What follows belongs to an exercise in optimizing a design on an open flow for small area, a short achievable clock period and few clock cycles per item; a production flow would make more cautious choices.
The RTL was checked by simulation tests, not by an equivalence proof against the original design.
No activity file was given, so power comes from the tool's default toggle rates.

$ cat flow/run.sh
#!/bin/bash
# synth_recipe.tcl (not shown) runs the flow's synth.tcl, then flattens the netlist and writes it again
# the make line also repeats each setting of config.mk as NAME=value (left out here)
make -C /OpenROAD-flow-scripts/flow DESIGN_CONFIG=/design/flow/config.mk WORK_HOME=/design/flow/orfs CLKGATE_MAP_FILE= SYNTH_SCRIPT=/design/flow/synth_recipe.tcl finish
$ cat flow/config.mk
export PLATFORM = sky130hd
export DESIGN_NAME = rectangle_overlay_pixel_lookup_top
export DESIGN_NICKNAME = rectangle_overlay_pixel_lookup_top
export VERILOG_FILES = /design/flow/design.v
export SDC_FILE = /design/flow/constraint.sdc
export NUM_CORES = 4
export LEC_CHECK = 0
export CAP_MARGIN = 20
export CORE_MARGIN = 2
export CORE_UTILIZATION = 40
export SLEW_MARGIN = 20
$ cat flow/constraint.sdc
create_clock -name core_clock -period 6.0 [get_ports {i_clk}]
set_input_delay 1.2000 -clock core_clock [delete_from_list [all_inputs] [get_ports {i_clk}]]
set_output_delay 1.2000 -clock core_clock [all_outputs]
set_load 0.01 [all_outputs]
$ cat flow/design.v
package rop_pkg;
    localparam int MAX_RECTS = 128;
    localparam int IDX_W     = $clog2(MAX_RECTS);
    localparam int CNT_W     = $clog2(MAX_RECTS + 1);
    localparam int COL_W   = 7;
    localparam int ROW_W   = 5;
    localparam int GLYPH_W = 8;
    localparam int S_DATA_W = 48;
    localparam int M_DATA_W = 8;
    localparam int RECT_W   = 2*COL_W + 2*ROW_W + GLYPH_W;
    localparam logic               ACT_LOAD   = 1'b0;
    localparam logic               ACT_QUERY  = 1'b1;
    localparam logic [GLYPH_W-1:0] SPACE_CHAR = 8'd32;
    typedef struct packed {
        logic [GLYPH_W-1:0] glyph;
        logic [ROW_W-1:0]   bottom_row;
        logic [COL_W-1:0]   right_col;
        logic [ROW_W-1:0]   top_row;
        logic [COL_W-1:0]   left_col;
    } t_rect;
    typedef struct packed {
        logic             we;
        logic [IDX_W-1:0] waddr;
        t_rect            wdata;
        logic [IDX_W-1:0] raddr;
    } t_ram_req;
endpackage
module rop_table_ram (
    input  logic              i_clk,
    input  rop_pkg::t_ram_req i_req,
    output rop_pkg::t_rect    o_rd_data
);
    logic [rop_pkg::RECT_W-1:0] r_mem [0:rop_pkg::MAX_RECTS-1];
    logic [rop_pkg::RECT_W-1:0] r_rd_data;
    always_ff @(posedge i_clk) begin
        if (i_req.we) begin
            r_mem[i_req.waddr] <= i_req.wdata;
        end
    end
    always_ff @(posedge i_clk) begin
        r_rd_data <= r_mem[i_req.raddr];
    end
    assign o_rd_data = r_rd_data;
endmodule
module rop_ctrl (
    input  logic                          i_clk,
    input  logic                          i_rst_n,
    input  logic                          i_s_tvalid,
    output logic                          o_s_tready,
    input  logic                          i_action,
    input  rop_pkg::t_rect                i_rect,
    input  logic [rop_pkg::ROW_W-1:0]     i_query_row,
    input  logic [rop_pkg::COL_W-1:0]     i_query_col,
    output logic                          o_m_tvalid,
    input  logic                          i_m_tready,
    output logic [rop_pkg::GLYPH_W-1:0]   o_cell_char,
    output logic                          o_covered,
    output rop_pkg::t_ram_req             o_req,
    input  rop_pkg::t_rect                i_rd_data
);
    localparam logic [1:0] ST_IDLE   = 2'd0;
    localparam logic [1:0] ST_SEARCH = 2'd1;
    localparam logic [1:0] ST_DONE   = 2'd2;
    logic [1:0]         r_state, n_state;
    logic [rop_pkg::CNT_W-1:0]   r_count, n_count;
    logic [rop_pkg::CNT_W-1:0]   r_idx, n_idx;
    logic [rop_pkg::ROW_W-1:0]   r_row, n_row;
    logic [rop_pkg::COL_W-1:0]   r_col, n_col;
    logic [rop_pkg::GLYPH_W-1:0] r_char, n_char;
    logic               r_hit, n_hit;
    logic               r_m_valid, n_m_valid;
    logic [rop_pkg::GLYPH_W-1:0] r_out_char, n_out_char;
    logic               r_out_cov, n_out_cov;
    logic               w_accept;
    logic               w_cover;
    assign o_s_tready = (r_state == ST_IDLE);
    assign w_accept   = i_s_tvalid && o_s_tready;
    assign w_cover = (i_rd_data.left_col <= r_col) && (i_rd_data.right_col >= r_col) &&
                     (i_rd_data.top_row <= r_row) && (i_rd_data.bottom_row >= r_row);
    always_comb begin
        n_state    = r_state;
        n_count    = r_count;
        n_idx      = r_idx;
        n_row      = r_row;
        n_col      = r_col;
        n_char     = r_char;
        n_hit      = r_hit;
        n_m_valid  = r_m_valid && !i_m_tready;
        n_out_char = r_out_char;
        n_out_cov  = r_out_cov;
        o_req.we    = 1'b0;
        o_req.waddr = r_count[rop_pkg::IDX_W-1:0];
        o_req.wdata = i_rect;
        case (r_state)
            ST_IDLE: begin
                if (w_accept) begin
                    if (i_action == rop_pkg::ACT_LOAD) begin
                        if (r_count != rop_pkg::CNT_W'(rop_pkg::MAX_RECTS)) begin
                            o_req.we = 1'b1;
                            n_count  = r_count + 1'b1;
                        end
                    end else begin
                        n_row  = i_query_row;
                        n_col  = i_query_col;
                        n_char = rop_pkg::SPACE_CHAR;
                        n_hit  = 1'b0;
                        if (r_count == '0) begin
                            n_state = ST_DONE;
                        end else begin
                            n_idx   = r_count - 1'b1;
                            n_state = ST_SEARCH;
                        end
                    end
                end
            end
            ST_SEARCH: begin
                if (w_cover) begin
                    n_char  = i_rd_data.glyph;
                    n_hit   = 1'b1;
                    n_state = ST_DONE;
                end else if (r_idx == '0) begin
                    n_state = ST_DONE;
                end else begin
                    n_idx = r_idx - 1'b1;
                end
            end
            ST_DONE: begin
                if (!r_m_valid || i_m_tready) begin
                    n_m_valid  = 1'b1;
                    n_out_char = r_char;
                    n_out_cov  = r_hit;
                    n_state    = ST_IDLE;
                end
            end
            default: begin
                n_state = ST_IDLE;
            end
        endcase
        o_req.raddr = n_idx[rop_pkg::IDX_W-1:0];
    end
    always_ff @(posedge i_clk) begin
        if (!i_rst_n) begin
            r_state   <= ST_IDLE;
            r_count   <= '0;
            r_m_valid <= 1'b0;
        end else begin
            r_state   <= n_state;
            r_count   <= n_count;
            r_m_valid <= n_m_valid;
        end
    end
    always_ff @(posedge i_clk) begin
        r_idx      <= n_idx;
        r_row      <= n_row;
        r_col      <= n_col;
        r_char     <= n_char;
        r_hit      <= n_hit;
        r_out_char <= n_out_char;
        r_out_cov  <= n_out_cov;
    end
    assign o_m_tvalid  = r_m_valid;
    assign o_cell_char = r_out_char;
    assign o_covered   = r_out_cov;
endmodule
module rectangle_overlay_pixel_lookup_top (
    input  logic                           i_clk,
    input  logic                           i_rst_n,
    input  logic                           i_s_tvalid,
    output logic                           o_s_tready,
    input  logic [rop_pkg::S_DATA_W-1:0]   i_s_tdata,
    input  logic [0:0]                     i_s_tuser,
    output logic                           o_m_tvalid,
    input  logic                           i_m_tready,
    output logic [rop_pkg::M_DATA_W-1:0]   o_m_tdata,
    output logic [0:0]                     o_m_tuser
);
    rop_pkg::t_rect              w_rect;
    rop_pkg::t_rect              w_rd_data;
    rop_pkg::t_ram_req           w_req;
    logic [rop_pkg::ROW_W-1:0]   w_query_row;
    logic [rop_pkg::COL_W-1:0]   w_query_col;
    logic               w_covered;
    assign w_rect.left_col   = i_s_tdata[6:0];
    assign w_rect.top_row    = i_s_tdata[11:7];
    assign w_rect.right_col  = i_s_tdata[18:12];
    assign w_rect.bottom_row = i_s_tdata[23:19];
    assign w_rect.glyph      = i_s_tdata[31:24];
    assign w_query_row       = i_s_tdata[36:32];
    assign w_query_col       = i_s_tdata[43:37];
    rop_ctrl u_ctrl (
        .i_clk       (i_clk),
        .i_rst_n     (i_rst_n),
        .i_s_tvalid  (i_s_tvalid),
        .o_s_tready  (o_s_tready),
        .i_action    (i_s_tuser[0]),
        .i_rect      (w_rect),
        .i_query_row (w_query_row),
        .i_query_col (w_query_col),
        .o_m_tvalid  (o_m_tvalid),
        .i_m_tready  (i_m_tready),
        .o_cell_char (o_m_tdata),
        .o_covered   (w_covered),
        .o_req       (w_req),
        .i_rd_data   (w_rd_data)
    );
    rop_table_ram u_ram (
        .i_clk     (i_clk),
        .i_req     (w_req),
        .o_rd_data (w_rd_data)
    );
    assign o_m_tuser[0] = w_covered;
endmodule
==> impl_metrics.ini <==
[global_route]
vias_in_the_first_global_route = 91930
grt.overflow.total = 0
wire_length_of_the_first_global_routing_pass_um = 675300
antenna_violations_before_repair = 33
grtUsageTotal_pct = 22.94
maximum_number_of_pins_on_one_net_before_global_route_repair = 155

[detailed_routing]
drc_violations_left = 0
drt_first_pass_iters = 6
route.antenna.remaining_nets = 0
drt-vias-per-instance = 5.779
final_wl_um = 481500
routedWlPerCell_um = 28.96
initialDrtViolationCount = 13520
num_vias = 96090

[power_and_ir_drop]
total_leakage_power_nw = 63.05
power_per_cell_area_mw_per_mm2 = 434.4
peakVddDrop_uv = 405.0

[sta]
report.final.hold_viol_count = 0
min_tclk_post_route_ps = 5612
final_min_period_over_clock_period_pct = 93.53
hold_ws_ps = 417.8
rsz0062_at_grt = no
timing.max_slew.rel_slack_pct = 20.70
worst_clock_skew_ps = 83.86
worstMarginPinSlew_ps = 1179
slew_violations = 0
fmaxAchievable_ghz = 0.1782
setup_violations = 0

[clock_tree]
insertion_delay_ps = 980
clkSlewWorstSetupHoldPaths_ps = 60
cts_setup_buffers = 0
clk_path_buf_depth = 4
cts_tree = built
cts_hold_buffers = 0
ctsHtreeMaxLevel = 5
cts_repair_resize_count = 0
root_driver = sky130_fd_sc_hd__clkbuf_16
clock-sinks = 4177
cts_buffers = 426

[critical_path]
worst_reg2reg_path_endpoint = u_ram.r_rd_data[24]$_DFF_P_
cp_data_required_time_ps = 6880
cp-start-kind = flop
r2r_cells = 16
path_class = reg2reg
critical_path.max_fanout = 48
crit-reg2reg-launch = u_ctrl.r_count[0]$_SDFFE_PN0P_
critPathArrivalTime_ps = 6490
worstSetupEndpointType = flop
rrSetupSlack_ps = 390

[place]
place_congestion = 0.8987
placedInstanceArea_mm2 = 0.1723
buffer_ports.inserted = 59
dpl.cell_count = 15840
place_hpwl_um = 281400

[yosys]
number_of_synthesized_register_bits = 4177
synth_nets = 10660
number_of_flops_mapped_to_enable_cells_by_yosys = 4127
synthDistinctLibCells = 66
synth_cells = 10580
synthArstFlopShare_pct = 0
synth.cell_area_mm2 = 0.1612
synth_seq_area_share_pct = 77.49
synth.avg_cell_area_um2 = 15.24
synth.yosys.warnings = 2
synth_top_flop_cell = sky130_fd_sc_hd__edfxtp_1

[floorplanning]
effective_utilization_at_floorplan_pct = 40.10
die_area_mm2 = 0.4081
boundaryPins = 64
site_rows = 233
vertical_die_dimension_um = 638.9
coreArea_mm2 = 0.4020
fp.dieW_um = 638.9

[layout]
finalCoreUtilization_pct = 46.29
layoutNonFillerInstCount = 16630
layout.nets = 11060
postLayoutCellArea_mm2 = 0.1861
n_fill_cell = 34010
layout-drive-gt1-share_pct = 12.02
storage_element_area_mm2 = 0.1249
layout_commonest_cell = sky130_fd_sc_hd__edfxtp_1
multi_input_comb_area_mm2 = 0.03453
most_used_cells_in_the_layout_excluding_fill_and_tap_cells = 4127 x sky130_fd_sc_hd__edfxtp_1, 2279 x sky130_fd_sc_hd__nand2_1, 869 x sky130_fd_sc_hd__mux2i_1
area_added_between_synthesis_and_finish_pct = 15.43

[min_path]
worstHoldStart = u_ctrl.r_char[1]$_SDFFCE_PN0P_
path_class_of_the_lowest_slack_min_delay_path = reg2reg
worst_hold_path.num_cells = 0
hold-path-endpoint = u_ctrl.r_out_char[1]$_DFFE_PP_

[run]
max_cap_viol_count = 0

[run_status]
outcome = complete, no violations
-- per-layer routing --
metal / up-vias / global-route usage (%) / part of all wire, %
li1: 41230 / - / -
met1: 49310 / 31.77 / 40
met2: 4743 / 36.68 / 47
met3: 794 / 3.841 / 9.3
met4: 18 / 7.881 / 3.6
met5: - / 0.5317 / 0.083
-- through the flow --
step / power [W] / setup TNS, ps / setup slack, ps
6_report: 0.08084 / 0 / 388.1
5_1_grt: 0.08334 / 0 / 141.9
4_1_cts: 0.08081 / 0 / 377.0
3_5_place_dp: 0.05480 / -118.4 / -118.4
3_3_place_gp: 0.05456 / 0 / 41.73
2_1_floorplan: 0.04484 / 0 / 1654
-- worst max-delay path, cell delays in order (launching register included) --
cell and delay, ps:
sky130_fd_sc_hd__dfxtp_1 580, sky130_fd_sc_hd__inv_1 270, sky130_fd_sc_hd__ha_1 270, sky130_fd_sc_hd__nand2b_1 200, sky130_fd_sc_hd__nor3_1 100, sky130_fd_sc_hd__nor2_1 330, sky130_fd_sc_hd__nand2_1 190, sky130_fd_sc_hd__o211ai_1 320
sky130_fd_sc_hd__a2bb2oi_4 410, sky130_fd_sc_hd__buf_12 260, sky130_fd_sc_hd__buf_4 180, sky130_fd_sc_hd__buf_12 250, sky130_fd_sc_hd__nand2_1 90, sky130_fd_sc_hd__and3_1 190, sky130_fd_sc_hd__a2111oi_0 940, sky130_fd_sc_hd__a31oi_1 560
sky130_fd_sc_hd__nor4_1 290
-- cell families after synthesis --
logic type	share of synthesized area [%]
AO/OA/AOI/OAI	3.971
multiplexers	5.395
XOR/XNOR	0.07606
flip-flops	77.49
AND/OR/NAND/NOR	11.07
adder cells (fa/ha/maj)	0.2251
buffers and inverters	1.773
-- worst max path at each step --
stage	start	end	slack (ps)	depth (start not counted)
after floorplan	i_s_tuser[0]	u_ram.r_mem[39][0]$_DFFE_PP_	1650	7
after detailed placement	i_s_tvalid	u_ram.r_rd_data[24]$_DFF_P_	-120	14
after CTS	u_ctrl.r_count[0]$_SDFFE_PN0P_	u_ram.r_rd_data[24]$_DFF_P_	380	16
final	u_ctrl.r_count[0]$_SDFFE_PN0P_	u_ram.r_rd_data[24]$_DFF_P_	390	16
after global placement	i_s_tvalid	u_ram.r_rd_data[24]$_DFF_P_	40	14
after global routing	u_ctrl.r_count[0]$_SDFFE_PN0P_	u_ram.r_rd_data[29]$_DFF_P_	140	16
-- Yosys cell counts (10+ instances only) --
library cell                instances  share of area, %
sky130_fd_sc_hd__nand2_1         2280               5.3
sky130_fd_sc_hd__xnor2_1           11             0.060
sky130_fd_sc_hd__ha_1              29              0.23
sky130_fd_sc_hd__a21oi_1           10             0.031
sky130_fd_sc_hd__buf_2            203              0.63
sky130_fd_sc_hd__inv_1             26             0.061
sky130_fd_sc_hd__edfxtp_1        4127                77
sky130_fd_sc_hd__nand4_1          487               1.9
sky130_fd_sc_hd__o2111ai_1         50              0.27
sky130_fd_sc_hd__o31a_1            67              0.36
sky130_fd_sc_hd__nor3_1            13             0.040
sky130_fd_sc_hd__o31ai_1           13             0.061
sky130_fd_sc_hd__a31oi_1          104              0.40
sky130_fd_sc_hd__and2_1            44              0.17
sky130_fd_sc_hd__buf_1             67              0.16
sky130_fd_sc_hd__a32oi_1           31              0.17
sky130_fd_sc_hd__a211oi_1          14             0.065
sky130_fd_sc_hd__dfxtp_1           50              0.62
sky130_fd_sc_hd__nor4_1            51              0.20
sky130_fd_sc_hd__a311oi_1          29              0.16
sky130_fd_sc_hd__a22oi_1          286               1.3
sky130_fd_sc_hd__and3_1           169              0.66
sky130_fd_sc_hd__a2111oi_0         48              0.26
sky130_fd_sc_hd__nor2_1           295              0.69
sky130_fd_sc_hd__a22o_1           104              0.56
sky130_fd_sc_hd__nand3_1          622               1.9
sky130_fd_sc_hd__clkbuf_1         371              0.86
sky130_fd_sc_hd__mux2i_1          869               5.4
-- sequential cells by signal, indices dropped and copies added, names as in the netlist --
name and flops:
u_ctrl.r_hit 1, u_ctrl.r_col 7, u_ctrl.r_out_char 8, u_ctrl.r_count 8, u_ram.r_rd_data 32, u_ram.r_mem 4096, u_ctrl.r_idx 8, u_ctrl.r_out_cov 1
u_ctrl.r_state 2, u_ctrl.r_row 5, u_ctrl.r_m_valid 1, u_ctrl.r_char 8
-- power breakdown --
group | total (W) | internal [W] | switching [W] | leakage (nW)
clock | 0.0263 | 0.0153 | 0.0111 | 6.73
combinational | 0.0221 | 0.00701 | 0.0151 | 18.8
sequential | 0.0324 | 0.0323 | 0.000139 | 37.5
-- final cells by class --
| cell class | instances | share of cell area, % |
|---|---|---|
| Timing Repair Buffer | 620 | 3.257 |
| Multi-Input combinational cell | 5724 | 18.56 |
| Clock inverter | 257 | 1.376 |
| Antenna cell | 13 | 0.01748 |
| Inverter | 27 | 0.05984 |
| Clock buffer | 523 | 6.043 |
| Tap cell | 5287 | 3.555 |
| Sequential cell | 4177 | 67.13 |
Testbench counts, summed over its fixed seeds: cycles 57,558, queries 1,600.

[static timing again, ports no longer ideal]
How much do the figures lean on ideal ports? The routed layout below was timed once more, with nothing changed but the port constraints. Step 1: set_driving_cell puts a clkbuf_16 on i_clk and a buf_2 on each other input, an assumption about the parent block. Step 2 moves the port delays by t, midway between the first and last clock arrival at a register: inputs arrive t later, outputs are due t later. That takes back most of the time a late clock gives input paths. Slacks: no drivers / after step 1 / after step 2; pairs: no drivers / after step 1.
t (ns): 1.044
slack for setup (ns): 0.388 / 0.388 / -0.238
worst data-port slew with drivers (ns): 0.17
Met with ideal ports but missed after step 2: setup timing in this run. For this run, drivers alone change the setup slack by 0.000 ns; drivers and shift together by -0.626 ns.
